What follows belongs to an exercise in optimizing a design on an open flow for small area and a short achievable clock period; a production flow would make more cautious choices.
In this exercise RTL edits were held to simulation tests only and were not proved equivalent to the original.

// timing_recovery_top
module timing_recovery_top (
  input  logic               clk,
  input  logic               reset_n,
  input  logic [31:0]        sample_i,     
  output logic [31:0]        sym_o,        
  output logic               sym_valid_o,
  output logic [18:0]        err_o,        
  output logic signed [11:0] ctrl_o
);
Settings: LEC_CHECK=0, CAP_MARGIN=20, CORE_MARGIN=2, CORE_UTILIZATION=40, CTS_BUF_LIST=sky130_fd_sc_hd__clkbuf_8, CTS_CLUSTER_SIZE=30, SLEW_MARGIN=20; clock period 12.0 ns.
standard.sh (not shown) runs the stock make flow with config.mk's settings and CLKGATE_MAP_FILE= SYNTH_SCRIPT=/design/flow/synth_recipe.tcl, a recipe that flattens the netlist after the stock synthesis.
==> flow/flow/run.sh <==
#!/bin/bash
set -euo pipefail
bash standard.sh SETUP_SLACK_MARGIN=6 finish > standard_flow.log 2>&1
The first run passed the timing, DRC and antenna checks.
Next try:
==> flow/flow/run.sh (replaced) <==
#!/bin/bash
# The standard layout (the standard.sh) with these make settings: SETUP_SLACK_MARGIN=7
# (ADDER_MAP_FILE empty leaves adders to ABC instead of full/half-adder cells;
# registers are mapped as in the standard synthesis. SETUP_SLACK_MARGIN makes the
# timing repair aim for that much setup slack.)
set -euo pipefail
bash standard.sh SETUP_SLACK_MARGIN=7 finish > standard_flow.log 2>&1
Settings changed: CTS_BUF_LIST sky130_fd_sc_hd__clkbuf_8 to not set, CTS_CLUSTER_SIZE 30 to not set.
The changed run finished clean.
Synthesized cell count is unchanged.
Final area went up by 9.8%.
Routed wire length went up by 7.9%.
Count of clock-buffer cells in the layout shrinks by 29.
Area after synthesis stays the same.
Global-route usage is higher by 1.5 points.
Next try:
==> flow/flow/run.sh (replaced) <==
#!/bin/bash
set -euo pipefail
bash standard.sh SETUP_SLACK_MARGIN=6 finish > standard_flow.log 2>&1
Result: Count of clock-buffer cells in the layout rises by 4; final area falls by 9.0%; global-route usage falls by 1.6 points; worst setup slack degrades by 0.13 ns; utilization falls by 4.6 points; hold slack degrades by 0.0042 ns; wire length falls by 8.4%; critical path depth falls by 1; die area does not change.
Next try:
Settings changed: CORE_UTILIZATION 40 to 60.
Clock skew is higher by 0.0056 ns.
Worst hold slack is better by 0.0059 ns.
Wire length decreases by 3.7%.
Utilization is higher by 22 points.
Critical path depth climbs by 2.
Via count came out higher by 1.3%.
Design area falls by 1.5%.
Next try:
==> flow/flow/run.sh (replaced) <==
#!/bin/bash
# The standard layout (the standard.sh, unchanged synthesis and steps) with
# two make settings: the timing repair steps aim for 6 ns of setup slack
# (SETUP_SLACK_MARGIN=6), and every input and output port still gets its own
# buffer, but a buf_1 rather than the default delay buffer (BUFFER_PORTS_ARGS);
# the repair steps resize the ones on critical paths. The make output goes to
# standard_flow.log; each ORFS step also keeps its own log under orfs/logs.
set -euo pipefail
bash standard.sh SETUP_SLACK_MARGIN=6 "BUFFER_PORTS_ARGS=-buffer_cell sky130_fd_sc_hd__buf_1" finish > standard_flow.log 2>&1
Settings changed: ABC_AREA set to 1, CORE_UTILIZATION 60 to 40.
What happened:
- cell count grows by a quarter to a third
- clock skew is higher by 0.0070 ns
- synthesized area went up by a few percent
- routed wire length increases by about a fifth
- flip-flop and latch count is unchanged
- utilization went down by 23 points
- hold slack is worse by 0.025 ns
- fmax came out higher slightly
Next try:
==> flow/flow/run.sh (replaced) <==
#!/bin/bash
# The standard layout (the standard.sh) with these make settings: SETUP_SLACK_MARGIN=9
# (ADDER_MAP_FILE empty leaves adders to ABC instead of full/half-adder cells;
# registers are mapped as in the standard synthesis. SETUP_SLACK_MARGIN makes the
# timing repair aim for that much setup slack.)
set -euo pipefail
bash standard.sh SETUP_SLACK_MARGIN=9 finish > standard_flow.log 2>&1
Settings changed: ABC_AREA 1 to not set.
Effect:
- utilization goes up by 7.9 points
- synthesized area goes down by 4.0%
- clock-buffer cell count goes up by 2
- register-to-register slack gets better by 0.29 ns
- clock skew goes down by 0.011 ns
- synthesized cell count goes down by 18%
- global-route usage goes up by 0.80 points
- die area goes down by 4.0%
- non-clock buffer count goes up by 132


timing_recovery_top, a different RTL version from the one above (not shown whole).
For scale: about 98 I/O pins, ~0.024 mm² of cells after synthesis.
Settings: LEC_CHECK=0, CAP_MARGIN=20, CORE_MARGIN=2, CORE_UTILIZATION=40, CTS_CLUSTER_DIAMETER=70, CTS_CLUSTER_SIZE=35, SLEW_MARGIN=20; clock period 12.0 ns.
==> flow/flow/run.sh <==
#!/bin/bash
# The standard layout (the standard.sh, unchanged synthesis and steps) with
# two make settings: the timing repair steps aim for 6.6 ns of setup slack
# (SETUP_SLACK_MARGIN=6.6), and every input and output port still gets its own
# buffer, but a buf_1 rather than the default delay buffer (BUFFER_PORTS_ARGS);
# the repair steps resize the ones on critical paths. The make output goes to
# standard_flow.log; each ORFS step also keeps its own log under orfs/logs.
set -euo pipefail
bash standard.sh SETUP_SLACK_MARGIN=6.6 "BUFFER_PORTS_ARGS=-buffer_cell sky130_fd_sc_hd__buf_1" finish > standard_flow.log 2>&1
The first run completed without violations.
Rerun with:
==> flow/flow/run.sh (replaced) <==
#!/bin/bash
# The standard layout (the standard.sh, unchanged synthesis and steps) with
# two make settings: the timing repair steps aim for 6.4 ns of setup slack
# (SETUP_SLACK_MARGIN=6.4), and every input and output port still gets its own
# buffer, but a buf_1 rather than the default delay buffer (BUFFER_PORTS_ARGS);
# the repair steps resize the ones on critical paths. The make output goes to
# standard_flow.log; each ORFS step also keeps its own log under orfs/logs.
set -euo pipefail
bash standard.sh SETUP_SLACK_MARGIN=6.4 "BUFFER_PORTS_ARGS=-buffer_cell sky130_fd_sc_hd__buf_1" finish > standard_flow.log 2>&1
- CTS_CLUSTER_DIAMETER: 70 -> 100
- CTS_CLUSTER_SIZE: 35 -> 25
Outcome: The changed run went through all stages and came out clean; non-clock buffer count is lower by 15; worst setup slack got worse by 0.032 ns; design area drops by about 3.2%; via count climbs by 0.51%; die area does not change; critical path depth falls by 1; flip-flop and latch count does not change; core utilization decreases by 1.5 points; maximum frequency decreases by about 0.6%.
Rerun with:
==> flow/flow/run.sh (replaced) <==
#!/bin/bash
# The standard layout (the standard.sh, unchanged synthesis and steps) with
# two make settings: the timing repair steps aim for 6.6 ns of setup slack
# (SETUP_SLACK_MARGIN=6.6), and every input and output port still gets its own
# buffer, but a buf_1 rather than the default delay buffer (BUFFER_PORTS_ARGS);
# the repair steps resize the ones on critical paths. The make output goes to
# standard_flow.log; each ORFS step also keeps its own log under orfs/logs.
set -euo pipefail
bash standard.sh SETUP_SLACK_MARGIN=6.6 "BUFFER_PORTS_ARGS=-buffer_cell sky130_fd_sc_hd__buf_1" finish > standard_flow.log 2>&1
- CTS_CLUSTER_DIAMETER: 100 -> 80
- CTS_CLUSTER_SIZE: 25 -> 30
Effect: Worst setup slack improved by 0.054 ns. Clock-buffer cell count grows by 3. Worst hold slack got worse by 0.010 ns. Via count shrinks by 1.0%. Cell count grows by 0.38%. Non-clock buffer count grows by 5. Sequential cell count is unchanged. Global-route usage shrinks by 1.1 points. Maximum frequency grows by 0.99%. Clock skew grows by 0.0031 ns. Routed wire length shrinks by 6.0%.
Rerun with:
- CTS_CLUSTER_DIAMETER: 80 -> 100
- CTS_CLUSTER_SIZE: 30 -> 25
After rerunning: First-iteration DRC count is lower by a little under a tenth. Count of clock-buffer cells in the layout falls by 1. Cell count hardly moves.
Rerun with:
==> flow/flow/run.sh (replaced) <==
#!/bin/bash
# The standard layout (the standard.sh, unchanged synthesis and steps) with
# two make settings: the timing repair steps aim for 6.8 ns of setup slack
# (SETUP_SLACK_MARGIN=6.8), and every input and output port still gets its own
# buffer, but a buf_1 rather than the default delay buffer (BUFFER_PORTS_ARGS);
# the repair steps resize the ones on critical paths. The make output goes to
# standard_flow.log; each ORFS step also keeps its own log under orfs/logs.
set -euo pipefail
bash standard.sh SETUP_SLACK_MARGIN=6.8 "BUFFER_PORTS_ARGS=-buffer_cell sky130_fd_sc_hd__buf_1" finish > standard_flow.log 2>&1
Global-route usage climbs by 0.36 points; die area is unchanged; first-iteration DRC count shrinks by a few percent; synthesized cell count is unchanged; hold slack is about the same; clock skew fell by 0.0063 ns; worst setup slack is worse by 0.046 ns.


timing_recovery_top, a different RTL version from the one above (not shown whole).
Size: about 2100 cells after synthesis, ~430 flip-flops, roughly 98 I/O pins.
clock: 12.0 ns
lec_check: 0
cap_margin: 20
core_margin: 2
core_utilization: 40
cts_cluster_diameter: 100
cts_cluster_size: 25
slew_margin: 20
tns_end_percent: 5
==> flow/flow/run.sh <==
#!/bin/bash
# The standard layout (the standard.sh, unchanged synthesis and steps) with
# two make settings: the timing repair steps aim for 6 ns of setup slack
# (SETUP_SLACK_MARGIN=6), and every input and output port still gets its own
# buffer, but a buf_1 rather than the default delay buffer (BUFFER_PORTS_ARGS);
# the repair steps resize the ones on critical paths. The make output goes to
# standard_flow.log; each ORFS step also keeps its own log under orfs/logs.
set -euo pipefail
bash standard.sh SETUP_SLACK_MARGIN=6 "BUFFER_PORTS_ARGS=-buffer_cell sky130_fd_sc_hd__buf_1" finish > standard_flow.log 2>&1
The baseline finished with timing, DRC and antenna clean.
Then changed:
==> flow/flow/run.sh (replaced) <==
#!/bin/bash
# The standard layout (the standard.sh, unchanged synthesis and steps) with
# two make settings: the timing repair steps aim for 6.8 ns of setup slack
# (SETUP_SLACK_MARGIN=6.8), and every input and output port still gets its own
# buffer, but a buf_1 rather than the default delay buffer (BUFFER_PORTS_ARGS);
# the repair steps resize the ones on critical paths. The make output goes to
# standard_flow.log; each ORFS step also keeps its own log under orfs/logs.
set -euo pipefail
bash standard.sh SETUP_SLACK_MARGIN=6.8 "BUFFER_PORTS_ARGS=-buffer_cell sky130_fd_sc_hd__buf_1" finish > standard_flow.log 2>&1
Settings changed: TNS_END_PERCENT 5 to not set.
Result: Sequential share of layout area falls by 3.5 points; synthesized cell count stays the same; non-clock buffer count goes up by 108; via count went up by a few percent; register-to-register slack improves by 0.27 ns.
Then changed:
==> flow/flow/run.sh (replaced) <==
#!/bin/bash
# The standard layout (the standard.sh, unchanged synthesis and steps) with
# two make settings: the timing repair steps aim for 6.2 ns of setup slack
# (SETUP_SLACK_MARGIN=6.2), and every input and output port still gets its own
# buffer, but a buf_1 rather than the default delay buffer (BUFFER_PORTS_ARGS);
# the repair steps resize the ones on critical paths. The make output goes to
# standard_flow.log; each ORFS step also keeps its own log under orfs/logs.
set -euo pipefail
bash standard.sh SETUP_SLACK_MARGIN=6.2 "BUFFER_PORTS_ARGS=-buffer_cell sky130_fd_sc_hd__buf_1" finish > standard_flow.log 2>&1
What happened:
- cell area shrinks by about 8%
- routed wire length shrinks by 7.3%
- fmax shrinks by about 0.6%
- core utilization shrinks by 3.9 points
Then changed:
==> flow/flow/run.sh (replaced) <==
#!/bin/bash
# The standard layout (the standard.sh, unchanged synthesis and steps) with
# two make settings: the timing repair steps aim for 6 ns of setup slack
# (SETUP_SLACK_MARGIN=6), and every input and output port still gets its own
# buffer, but a buf_1 rather than the default delay buffer (BUFFER_PORTS_ARGS);
# the repair steps resize the ones on critical paths. The make output goes to
# standard_flow.log; each ORFS step also keeps its own log under orfs/logs.
set -euo pipefail
bash standard.sh SETUP_SLACK_MARGIN=6 "BUFFER_PORTS_ARGS=-buffer_cell sky130_fd_sc_hd__buf_1" finish > standard_flow.log 2>&1
Settings changed: CTS_CLUSTER_DIAMETER 100 to not set, CTS_CLUSTER_SIZE 25 to not set.
First-iteration DRC count decreases by a few percent.
Design area climbs slightly.
Cell count rose slightly.
Core utilization came out higher by 0.66 points.
Area after synthesis is unchanged.
Die area is unchanged.
Setup slack loses 0.16 ns.
Then changed:
==> flow/flow/run.sh (replaced) <==
#!/bin/bash
# The standard layout (the standard.sh, unchanged synthesis and steps) with
# two make settings: the timing repair steps aim for 6.4 ns of setup slack
# (SETUP_SLACK_MARGIN=6.4), and every input and output port still gets its own
# buffer, but a buf_1 rather than the default delay buffer (BUFFER_PORTS_ARGS);
# the repair steps resize the ones on critical paths. The make output goes to
# standard_flow.log; each ORFS step also keeps its own log under orfs/logs.
set -euo pipefail
bash standard.sh SETUP_SLACK_MARGIN=6.4 "BUFFER_PORTS_ARGS=-buffer_cell sky130_fd_sc_hd__buf_1" finish > standard_flow.log 2>&1
Settings changed: CTS_CLUSTER_DIAMETER set to 100, CTS_CLUSTER_SIZE set to 25.
What happened:
- hold slack gets worse by 0.027 ns
- critical path depth rises by 1
- design area hardly moves
- clock-buffer cell count fell by 38
Then changed:
==> flow/flow/run.sh (replaced) <==
#!/bin/bash
# The standard layout (the standard.sh, unchanged synthesis and steps) with
# two make settings: the timing repair steps aim for 5.6 ns of setup slack
# (SETUP_SLACK_MARGIN=5.6), and every input and output port still gets its own
# buffer, but a buf_1 rather than the default delay buffer (BUFFER_PORTS_ARGS);
# the repair steps resize the ones on critical paths. The make output goes to
# standard_flow.log; each ORFS step also keeps its own log under orfs/logs.
set -euo pipefail
bash standard.sh SETUP_SLACK_MARGIN=5.6 "BUFFER_PORTS_ARGS=-buffer_cell sky130_fd_sc_hd__buf_1" finish > standard_flow.log 2>&1
Effect: Final area went down by 3.8%. Die area is unchanged. Worst setup slack gets worse by 0.58 ns. Via count went down by 1.7%. Clock-buffer cell count does not change. Maximum frequency decreases by 9.3%.


RTL: one of the versions met above, not the one the previous note started from.
Size: roughly 2,200 cells after synthesis, ~24,000 um2 of cells after synthesis.
==> flow/design.v (excerpt) <==
module timing_recovery_top (
  input  logic               clk,
  input  logic               reset_n,
  input  logic [31:0]        sample_i,     
  output logic [31:0]        sym_o,        
  output logic               sym_valid_o,
  output logic [18:0]        err_o,        
  output logic signed [11:0] ctrl_o
);
Settings: LEC_CHECK=0, CAP_MARGIN=20, CORE_MARGIN=2, CORE_UTILIZATION=40, SLEW_MARGIN=20; clock period 12.0 ns.
==> flow/flow/run.sh <==
#!/bin/bash
# The standard layout (the standard.sh, unchanged synthesis and steps) with
# two make settings: the timing repair steps aim for 6.5 ns of setup slack
# (SETUP_SLACK_MARGIN=6.5), and every input and output port still gets its own
# buffer, but a buf_1 rather than the default delay buffer (BUFFER_PORTS_ARGS);
# the repair steps resize the ones on critical paths. The make output goes to
# standard_flow.log; each ORFS step also keeps its own log under orfs/logs.
set -euo pipefail
bash standard.sh SETUP_SLACK_MARGIN=6.5 "BUFFER_PORTS_ARGS=-buffer_cell sky130_fd_sc_hd__buf_1" finish > standard_flow.log 2>&1
Then changed:
==> flow/flow/run.sh (replaced) <==
#!/bin/bash
# The standard layout (the standard.sh, unchanged synthesis and steps) with
# two make settings: the timing repair steps aim for 6 ns of setup slack
# (SETUP_SLACK_MARGIN=6), and every input and output port still gets its own
# buffer, but a buf_1 rather than the default delay buffer (BUFFER_PORTS_ARGS);
# the repair steps resize the ones on critical paths. The make output goes to
# standard_flow.log; each ORFS step also keeps its own log under orfs/logs.
set -euo pipefail
bash standard.sh SETUP_SLACK_MARGIN=6 "BUFFER_PORTS_ARGS=-buffer_cell sky130_fd_sc_hd__buf_1" finish > standard_flow.log 2>&1
Result:
- The new run produced a clean layout
- hold slack improved by 23 ps
- maximum frequency decreases by 3.2%
- cell count decreases by 1.9%
- global-route usage decreases by 0.95 points
Then changed:
==> flow/flow/run.sh (replaced) <==
#!/bin/bash
# The standard layout (the standard.sh) with these make settings: SETUP_SLACK_MARGIN=6
# (ADDER_MAP_FILE empty leaves adders to ABC instead of full/half-adder cells;
# registers are mapped as in the standard synthesis. SETUP_SLACK_MARGIN makes the
# timing repair aim for that much setup slack.)
set -euo pipefail
bash standard.sh SETUP_SLACK_MARGIN=6 finish > standard_flow.log 2>&1
Result: Worst hold slack got worse by 4.6 ps; area after synthesis is unchanged; wire length came out higher slightly; non-clock buffer count came out higher by 18; via count went up slightly; synthesized cell count stays the same; critical path depth is lower by 2.
Then changed:
==> flow/flow/run.sh (replaced) <==
#!/bin/bash
# The standard layout (the standard.sh) with these make settings: ADDER_MAP_FILE= SETUP_SLACK_MARGIN=7
# (ADDER_MAP_FILE empty leaves adders to ABC instead of full/half-adder cells;
# registers are mapped as in the standard synthesis. SETUP_SLACK_MARGIN makes the
# timing repair aim for that much setup slack.)
set -euo pipefail
bash standard.sh ADDER_MAP_FILE= SETUP_SLACK_MARGIN=7 finish > standard_flow.log 2>&1
The new run went through all stages and came out clean.
Die area increases by 11%.
Worst hold slack loses 10 ps.
Routed wire length goes up by about 34%.
Design area goes up by 25%.
Core utilization goes up by 5.9 points.
Final cell count increases by 29%.
Sequential share of layout area went down by 6.4 points.
Fmax grows by 15%.
Area after synthesis climbs by about 11%.
Then changed:
==> flow/flow/run.sh (replaced) <==
#!/bin/bash
set -euo pipefail
bash standard.sh SETUP_SLACK_MARGIN=6.4 finish > standard_flow.log 2>&1
Result: Routed wire length came out lower by a quarter to a third; utilization shrinks by 4.1 points; fmax fell by roughly a tenth; via count drops by a quarter to a third; clock-buffer cell count goes down by 12; global-route usage is lower by 2.8 points; cell area goes down by about a fifth.
Then changed:
==> flow/run.sh (new file) <==
#!/bin/bash
# synth_recipe.tcl (not shown) runs the flow's synth.tcl, then flattens the netlist and writes it again
# the make line also repeats each setting of config.mk as NAME=value (left out here)
make -C /OpenROAD-flow-scripts/flow DESIGN_CONFIG=/design/flow/config.mk WORK_HOME=/design/flow/orfs CLKGATE_MAP_FILE= SYNTH_SCRIPT=/design/flow/synth_recipe.tcl finish
SETUP_SLACK_MARGIN = 5   (was unset)
removed: flow/flow/run.sh
removed: flow/standard.sh
Die area stays the same.
Count of clock-buffer cells in the layout came out higher by 9.
Register-to-register slack gets worse by 1000 ps.

==> separate check: timing with driven ports <==
How much do the figures lean on ideal ports? The routed layouts below were timed once more, with nothing changed but the port constraints. Step 1: set_driving_cell puts a clkbuf_16 on clk and a buf_2 on each other input, an assumption about the parent block. Step 2 also shifts input and output timing later by t, the mid clock arrival at the registers, as if the neighbouring blocks saw the same clock. a / b / c = ideal ports / drivers / drivers and shift; a / b = the first two.
| run | shift t [ns] | slack for setup (ns) | worst hold slack (ns) | worst setup path after step 2 | worst data-port slew with drivers (ns) |
|---|---|---|---|---|---|
| the first run of note 1 | 0.715 | 6.114 / 6.083 / 5.432 | 0.313 / 0.313 / 0.313 | input to register | 0.06 |
| the second run of note 1 | 0.646 | 6.210 / 6.244 / 5.598 | 0.321 / 0.321 / 0.321 | input to register | 0.05 |
| the third run of note 1 | 0.635 | 6.085 / 6.086 / 5.481 | 0.317 / 0.317 / 0.317 | input to register | 0.06 |
| the fourth run of note 1 | 0.621 | 5.996 / 6.037 / 5.417 | 0.323 / 0.323 / 0.323 | input to register | 0.05 |
| the fifth run of note 1 | 0.647 | 6.041 / 6.072 / 5.426 | 0.298 / 0.298 / 0.298 | input to register | 0.06 |
| the sixth run of note 1 | 0.633 | 6.312 / 6.329 / 5.696 | 0.313 / 0.313 / 0.313 | input to register | 0.07 |
| the first run of note 2 | 0.672 | 6.525 / 6.463 / 6.056 | 0.319 / 0.319 / 0.319 | input to register | 0.06 |
| the second run of note 2 | 0.645 | 6.492 / 6.452 / 5.874 | 0.322 / 0.322 / 0.322 | input to register | 0.04 |
| the third run of note 2 | 0.673 | 6.547 / 6.486 / 6.176 | 0.312 / 0.312 / 0.312 | input to register | 0.06 |
| the fourth run of note 2 | 0.649 | 6.578 / 6.516 / 6.031 | 0.328 / 0.328 / 0.328 | input to register | 0.06 |
| the fifth run of note 2 | 0.629 | 6.532 / 6.488 / 6.309 | 0.325 / 0.325 / 0.325 | input to register | 0.03 |
| the first run of note 3 | 0.626 | 6.018 / 6.054 / 5.428 | 0.328 / 0.328 / 0.328 | input to register | 0.06 |
| the second run of note 3 | 0.621 | 6.302 / 6.330 / 5.708 | 0.312 / 0.312 / 0.312 | input to register | 0.06 |
| the third run of note 3 | 0.621 | 6.267 / 6.301 / 5.681 | 0.330 / 0.330 / 0.330 | input to register | 0.05 |
| the fourth run of note 3 | 0.633 | 6.106 / 6.128 / 5.509 | 0.324 / 0.324 / 0.324 | input to register | 0.06 |
| the fifth run of note 3 | 0.633 | 6.349 / 6.379 / 5.746 | 0.297 / 0.297 / 0.297 | input to register | 0.06 |
| the sixth run of note 3 | 0.625 | 5.769 / 5.805 / 5.181 | 0.317 / 0.317 / 0.317 | input to register | 0.09 |
| the first run of note 4 | 0.639 | 6.357 / 6.393 / 5.754 | 0.298 / 0.298 / 0.298 | input to register | 0.05 |
| the second run of note 4 | 0.639 | 6.170 / 6.183 / 5.548 | 0.322 / 0.322 / 0.322 | input to register | 0.05 |
| the third run of note 4 | 0.635 | 6.085 / 6.086 / 5.481 | 0.317 / 0.317 / 0.317 | input to register | 0.06 |
| the fourth run of note 4 | 0.653 | 6.870 / 6.887 / 6.241 | 0.307 / 0.307 / 0.307 | input to register | 0.07 |
| the fifth run of note 4 | 0.641 | 6.320 / 6.348 / 5.710 | 0.288 / 0.288 / 0.288 | input to register | 0.07 |
| the sixth run of note 4 | 0.644 | 5.203 / 5.227 / 4.583 | 0.319 / 0.319 / 0.319 | input to register | 0.07 |
After both steps setup and hold are still met in every run listed. The setup slack of the first run of note 1, which loses most, moves by -0.031 ns with the drivers and by -0.682 ns with both steps.
